Background: an optimization exercise with open tools, aiming at small area, a short achievable clock period and few clock cycles per item. Do not read the settings as production practice. Where RTL was checked, it was by simulation tests only, not by an equivalence proof against the original. No activity file was given, so power comes from the tool's default toggle rates.

==> inputs of job 4089 <==
==> flow/design.v (excerpt) <==
module band_topk_balanced_selector (
    input  logic                 i_clk,
    input  logic                 i_rst_n,
    input  logic                 i_in_valid,
    output logic                 o_in_ready,
    input  logic [33:0]          i_in_data,
    output logic                 o_out_valid,
    input  logic                 i_out_ready,
    output logic [18:0]          o_out_data,
    input  logic                 i_cfg_valid,
    output logic                 o_cfg_ready,
    input  logic [bts_pkg::CFG_IDX_W-1:0] i_cfg_index,
    input  logic [bts_pkg::BAND_W-1:0]    i_cfg_data
);
Settings: LEC_CHECK=0, CAP_MARGIN=20, CORE_MARGIN=2, CORE_UTILIZATION=40, SETUP_SLACK_MARGIN=4.5, SLEW_MARGIN=20; clock period 8.0 ns.
run.sh (not shown) runs the stock make flow with config.mk's settings and CLKGATE_MAP_FILE= SYNTH_SCRIPT=/design/flow/synth_recipe.tcl, a recipe that flattens the netlist after the stock synthesis.
==> job 267 (differences from job 4089) <==
--- a/flow/design.v
+++ b/flow/design.v
@@ -109,37 +109,37 @@
                 l[k] = l[k+w] || (!g[k+w] && l[k]);
                 g[k] = g[k+w] || (!l[k+w] && g[k]);
             end
         end
         key_lt = l[0];
     endfunction
     function automatic logic in_band(input logic [14:0] key, input logic neg,
-                                     input logic [14:0] lo, input logic [14:0] hi,
-                                     input logic [14:0] hm1, input logic hnz);
-        logic above_lo;
-        logic below_hi;
-        above_lo = key_lt({lo, 1'b0}, {key, neg});
-        below_hi = neg ? (hnz && key_lt(key, hm1)) : key_lt(key, hi);
-        in_band  = above_lo && below_hi;
+                                     input logic [14:0] lo, input logic [14:0] hm1,
+                                     input logic hnz);
+        in_band = key_lt({lo, 1'b0}, {key, neg}) && hnz && key_lt({key, neg}, {hm1, 1'b1});
     endfunction
-    logic [bts_pkg::BAND_W-1:0] r_band_low, r_band_high;
+    logic [bts_pkg::BAND_W-1:0] r_band_low;
+    logic [bts_pkg::BAND_W-1:0] r_band_high;
     logic [bts_pkg::BAND_W-1:0] r_band_hm1;      
     logic                       r_band_hnz;      
     logic        r_inv;
     logic [1:0]  r_in_kind;
     logic        r_in_neg;
     logic [14:0] r_in_key;
     logic [15:0] r_in_idx;
     logic        r_in_bok;        
+    logic        r_in_fresh;      
     logic        r_skv;
+    logic        r_rdy;           
     logic [1:0]  r_sk_kind;
     logic        r_sk_neg;
     logic [14:0] r_sk_key;
     logic [15:0] r_sk_idx;
     logic        r_sk_bok;
+    logic        r_sk_fresh;
     logic        r_txv;
     logic        r_tx_ins;        
     logic        r_tx_drain;
     logic        r_tx_clear;
     logic        r_tx_nop;        
     logic        r_tx_neg;
     logic [14:0] r_tx_key;
@@ -154,95 +154,102 @@
     logic [3:0]  r_rem [2];       
     logic        r_remnz [2];
     logic        r_rem1 [2];
     logic [15:0] r_sidx [2][SNAP_K+1];
     logic        r_out_valid;
     logic [18:0] r_out;
     assign o_cfg_ready = 1'b1;
-    assign o_in_ready  = !r_skv;
+    assign o_in_ready  = r_rdy;
     assign o_out_valid = r_out_valid;
     assign o_out_data  = r_out;
     logic w_out_free;
     assign w_out_free = !r_out_valid || i_out_ready;
     always_ff @(posedge i_clk) begin
         if (!i_rst_n) begin
             r_band_low  <= bts_pkg::BAND_LOW_RST;
             r_band_high <= bts_pkg::BAND_HIGH_RST;
-            r_band_hm1  <= bts_pkg::BAND_HIGH_RST - 15'd1;
-            r_band_hnz  <= 1'b1;
         end else if (i_cfg_valid) begin
             if (i_cfg_index == bts_pkg::CFG_BAND_LOW) begin
-                r_band_low <= i_cfg_data;
+                r_band_low  <= i_cfg_data;
             end else begin
                 r_band_high <= i_cfg_data;
-                r_band_hm1  <= i_cfg_data - 15'd1;
-                r_band_hnz  <= (i_cfg_data != 15'd0);
             end
         end
     end
+    always_ff @(posedge i_clk) begin
+        r_band_hm1 <= r_band_high - 15'd1;
+        r_band_hnz <= (r_band_high != 15'd0);
+    end
     logic w_e_live;       
     logic w_conflict;     
     logic w_acc, w_exec, w_mv;
     logic w_do_ins, w_do_drain, w_do_clear;
     always_comb begin
         w_e_live   = 1'b0;
         w_conflict = 1'b0;
         for (int j = 0; j < LIVE_P; j++) begin
             w_e_live = w_e_live || r_m[j];
             if ((r_tx_neg == j[0]) && r_w[j % 2][NS - 1 - j / 2] && r_m[j]) w_conflict = 1'b1;
         end
     end
-    assign w_acc      = i_in_valid && !r_skv;
+    assign w_acc      = i_in_valid && r_rdy;
     assign w_exec     = r_txv && (!r_dbusy || r_tx_nop || (!r_tx_drain && !w_e_live) ||
                                   (r_tx_ins && !w_conflict));
     assign w_mv       = r_inv && (!r_txv || w_exec);
-    assign w_do_ins   = w_exec && r_tx_ins;
-    assign w_do_drain = w_exec && r_tx_drain;
-    assign w_do_clear = w_exec && r_tx_clear;
+    assign w_do_ins   = r_txv && r_tx_ins && (!r_dbusy || !w_conflict);
+    assign w_do_drain = r_txv && r_tx_drain && !r_dbusy;
+    assign w_do_clear = r_txv && r_tx_clear && (!r_dbusy || !w_e_live);
     logic w_a_free;
-    logic w_bok;
+    logic w_chk, w_in_bok, w_sk_bok;
     logic [14:0] w_key;
     assign w_a_free = !r_inv || w_mv;
     assign w_key    = i_in_data[31] ? ~i_in_data[30:16] : i_in_data[30:16];
-    assign w_bok    = in_band(w_key, i_in_data[31], r_band_low, r_band_high, r_band_hm1, r_band_hnz);
+    assign w_chk    = in_band(r_sk_fresh ? r_sk_key : r_in_key, r_sk_fresh ? r_sk_neg : r_in_neg,
+                              r_band_low, r_band_hm1, r_band_hnz);
+    assign w_in_bok = r_in_fresh ? w_chk : r_in_bok;
+    assign w_sk_bok = r_sk_fresh ? w_chk : r_sk_bok;
     always_ff @(posedge i_clk) begin
         if (!i_rst_n) begin
             r_inv <= 1'b0;
             r_skv <= 1'b0;
+            r_rdy <= 1'b1;
         end else begin
             r_inv <= !w_a_free || r_skv || w_acc;
             r_skv <= r_skv ? !w_a_free : (w_acc && !w_a_free);
+            r_rdy <= r_skv ? w_a_free : !(w_acc && !w_a_free);
         end
     end
     always_ff @(posedge i_clk) begin
         if (w_a_free) begin
             if (r_skv) begin
                 r_in_kind <= r_sk_kind;
                 r_in_neg  <= r_sk_neg;
                 r_in_key  <= r_sk_key;
                 r_in_idx  <= r_sk_idx;
-                r_in_bok  <= r_sk_bok;
             end else begin
                 r_in_kind <= i_in_data[33:32];
                 r_in_neg  <= i_in_data[31];
                 r_in_key  <= w_key;
                 r_in_idx  <= i_in_data[15:0];
-                r_in_bok  <= w_bok;
             end
         end
+        r_in_bok   <= (w_a_free && r_skv) ? w_sk_bok : w_in_bok;
+        r_in_fresh <= w_a_free && !r_skv && w_acc;
         if (!r_skv) begin
             r_sk_kind <= i_in_data[33:32];
             r_sk_neg  <= i_in_data[31];
             r_sk_key  <= w_key;
             r_sk_idx  <= i_in_data[15:0];
-            r_sk_bok  <= w_bok;
         end
+        r_sk_bok   <= w_sk_bok;
+        r_sk_fresh <= !r_skv && w_acc && !w_a_free;
     end
     logic w_gl   [2][NS];
     logic w_gr   [2][NS];
+    logic w_pre  [2][NS];
     logic w_path [2][NS];
     always_comb begin
         for (int h = 0; h < 2; h++) begin
             for (int i = 0; i < NS; i++) begin
                 w_gl[h][i]   = 1'b0;
                 w_gr[h][i]   = 1'b0;
                 w_path[h][i] = 1'b0;
@@ -251,19 +258,21 @@
                 if (2 * c + 2 < NS) begin
                     w_gl[h][c] = r_w[h][2*c+1] && !r_s[h][c];
                     w_gr[h][c] = r_w[h][2*c+1] ? r_s[h][c] : r_w[h][2*c+2];
                 end else if (2 * c + 1 < NS) begin
                     w_gl[h][c] = r_w[h][2*c+1];
                 end
             end
-            w_path[h][0] = w_do_ins && (r_tx_neg == h[0]) && r_w[h][0];
+            for (int i = 0; i < NS; i++) w_pre[h][i] = 1'b0;
+            w_pre[h][0] = r_txv && r_tx_ins && (r_tx_neg == h[0]) && r_w[h][0];
             for (int c = 0; c < NS; c++) begin
-                if (2 * c + 1 < NS) w_path[h][2*c+1] = w_path[h][c] && w_gl[h][c];
-                if (2 * c + 2 < NS) w_path[h][2*c+2] = w_path[h][c] && w_gr[h][c];
+                if (2 * c + 1 < NS) w_pre[h][2*c+1] = w_pre[h][c] && w_gl[h][c];
+                if (2 * c + 2 < NS) w_pre[h][2*c+2] = w_pre[h][c] && w_gr[h][c];
             end
+            for (int i = 0; i < NS; i++) w_path[h][i] = w_pre[h][i] && (!r_dbusy || !w_conflict);
         end
     end
     always_ff @(posedge i_clk) begin
         for (int h = 0; h < 2; h++) begin
             for (int i = 0; i < NS; i++) begin
                 if (w_path[h][i]) begin
                     if (w_gl[h][i]) begin
@@ -373,16 +382,16 @@
             r_txv <= 1'b0;
         end else begin
             r_txv <= w_mv || (r_txv && !w_exec);
         end
     end
     always_ff @(posedge i_clk) begin
         if (w_mv) begin
-            r_tx_ins   <= (r_in_kind == bts_pkg::KIND_OFFER) && r_in_bok;
-            r_tx_nop   <= (r_in_kind == 2'd3) || ((r_in_kind == bts_pkg::KIND_OFFER) && !r_in_bok);
+            r_tx_ins   <= (r_in_kind == bts_pkg::KIND_OFFER) && w_in_bok;
+            r_tx_nop   <= (r_in_kind == 2'd3) || ((r_in_kind == bts_pkg::KIND_OFFER) && !w_in_bok);
             r_tx_drain <= (r_in_kind == bts_pkg::KIND_DRAIN);
             r_tx_clear <= (r_in_kind == bts_pkg::KIND_CLEAR);
             r_tx_neg   <= r_in_neg;
             r_tx_idx   <= r_in_idx;
             r_tx_key   <= r_in_key;
             for (int h = 0; h < 2; h++) begin
                 for (int i = 0; i < NS; i++) r_w[h][i] <= w_wn[h][i];
@@ -428,14 +437,15 @@
     logic        w_nz;
     logic        w_remnz [2];
     logic        w_rem1 [2];
     logic [3:0]  w_cur_rem [2];
     logic        w_cand [NP];
     logic        w_pick [NP];
     logic        w_after [NP];
+    logic        w_incl [NP];
     logic        w_found;
     logic        w_side;
     logic [15:0] w_sel_idx;
     logic        w_last;
     logic        w_emit;
     logic        w_active;
     logic        w_take;
@@ -444,32 +454,37 @@
         w_nz = r_nz;
         for (int h = 0; h < 2; h++) begin
             w_cur_rem[h] = r_dbusy ? r_rem[h] : r_n;
             w_remnz[h]   = r_dbusy ? r_remnz[h] : w_nz;
             w_rem1[h]    = r_dbusy && r_rem1[h];
             w_rem1x[h]   = r_dbusy ? r_rem1[h] : r_n1;
         end
-        w_found   = 1'b0;
-        w_side    = 1'b0;
-        w_sel_idx = '0;
         for (int j = 0; j < NP; j++) begin
             if (j < LIVE_P) begin
                 w_cand[j] = r_dbusy ? r_m[j] : (r_used[j % 2][NS - 1 - j / 2] && w_nz);
             end else begin
                 w_cand[j] = r_dbusy && r_m[j];
             end
-            w_after[j] = w_found;
-            w_pick[j]  = w_cand[j] && !w_found;
-            if (w_pick[j]) begin
-                w_side = j[0];
-                if (j < LIVE_P) w_sel_idx = r_idx[j % 2][NS - 1 - j / 2];
-                else            w_sel_idx = r_sidx[j % 2][(NS - 1 - j / 2) % (SNAP_K + 1)];
+            w_incl[j] = w_cand[j];
+        end
+        for (int d = 1; d < NP; d = d * 2) begin
+            for (int j = NP - 1; j >= d; j--) begin
+                w_incl[j] = w_incl[j] || w_incl[j-d];
             end
-            w_found = w_found || w_cand[j];
         end
+        w_side    = 1'b0;
+        w_sel_idx = '0;
+        for (int j = 0; j < NP; j++) begin
+            w_after[j] = (j == 0) ? 1'b0 : w_incl[j-1];
+            w_pick[j]  = w_cand[j] && !w_after[j];
+            if (j % 2 == 1) w_side = w_side || w_pick[j];
+            if (j < LIVE_P) w_sel_idx = w_sel_idx | ({16{w_pick[j]}} & r_idx[j % 2][NS - 1 - j / 2]);
+            else            w_sel_idx = w_sel_idx | ({16{w_pick[j]}} & r_sidx[j % 2][(NS - 1 - j / 2) % (SNAP_K + 1)]);
+        end
+        w_found = w_incl[NP-1];
         w_last   = w_side ? (w_rem1[1] && !w_remnz[0]) : (w_rem1[0] && !w_remnz[1]);
         w_active = r_dbusy || w_do_drain;
         w_emit   = w_active && w_out_free && (w_found || (!w_remnz[0] && !w_remnz[1]));
         w_take   = w_emit && w_found;
     end
     always_ff @(posedge i_clk) begin
         if (!i_rst_n) begin
- CORE_UTILIZATION: 40 -> 60
- PLACE_DENSITY: unset -> 0.7
- SETUP_SLACK_MARGIN: 4.5 -> 5.0
==> summary of the runs <==
Job 4089 finished with timing, DRC and antenna clean. Job 267 went through all stages and came out clean. Between job 267 and job 4089, the lower power is in job 4089 (gap about 0.55%, measured against job 4089). Register-to-register slack: job 267 is higher than job 4089 (0.58 ns). In job 4089 the first-iteration DRC count is smaller than in job 267, by about 20%. Synthesized cell count: job 267 is smaller than job 4089 (1.6%). Flip-flop and latch count: job 4089 is lower than job 267 (3). In job 267 the combinational power is higher than in job 4089, by about 9%. Of job 267 and job 4089, job 4089 has the higher wire length (gap 4.1%, measured against job 4089). Against job 4089, the fmax of job 267 is larger by about 19%.
==> figures <==
	job 267	job 4089
Run status	finished clean	finished clean
Average wire per cell in the routed design	31.3 um	29.4 um
Post-synthesis cell area	53600 um^2	53700 um^2
Worst setup path endpoint	r_w[12]	r_s[4]
Count of buffers added by post-CTS timing repair for setup	44	73
First-iteration detailed-routing DRC count	7341	5802
Total Routing Usage GR	41.0%	28.4%
Number of fill cells	6335	12099
Worst IR drop on VDD	220 uV	192 uV
Internal portion of total power	9.90 mW	9.86 mW
Static leakage power	20.8 nW	21.2 nW
Fin area	62100 um^2	63000 um^2
Met3 WL	31600 um	18600 um
Post-synthesis share of cell area spent on xor and xnor gates	2.58%	2.58%
Standard cell core area	88500 um^2	133000 um^2
Global routing met2 resource utilization	59.1%	45.1%
Insertion delay of the later-clocked pin in the worst-skew pair	0.76 ns	0.80 ns
Testbench counts of job 267, summed over its fixed seeds: cycles 7,246, items 4,800.
No functional check of the RTL was part of job 4089.

## afterwards: timing with drivers on the ports
Ports are ideal in the flow. The routed layouts listed here were re-timed in OpenROAD.
Step 1 assumes that a clkbuf_16 drives the clock port and a buf_2 every other input.
Step 2 also shifts input and output timing later by t, the mid clock arrival at the registers, as if the neighbouring blocks saw the same clock.
Slacks: no drivers / after step 1 / after step 2; pairs: no drivers / after step 1.
| run | t (ns) | slack for setup (ns) | worst setup path after step 2 | slew at the worst register clock pin (ns) | cell pins on the clock port's net |
|---|---|---|---|---|---|
| job 4089 | 0.841 | 4.322 / 4.322 / 3.616 | input to register | 0.07 / 0.07 | 1 |
| job 267 | 0.804 | 4.899 / 4.899 / 4.354 | input to register | 0.07 / 0.07 | 1 |
After both steps setup and hold are still met in every run listed. For job 4089, which loses most, drivers alone change the setup slack by 0.000 ns; drivers and shift together by -0.706 ns.
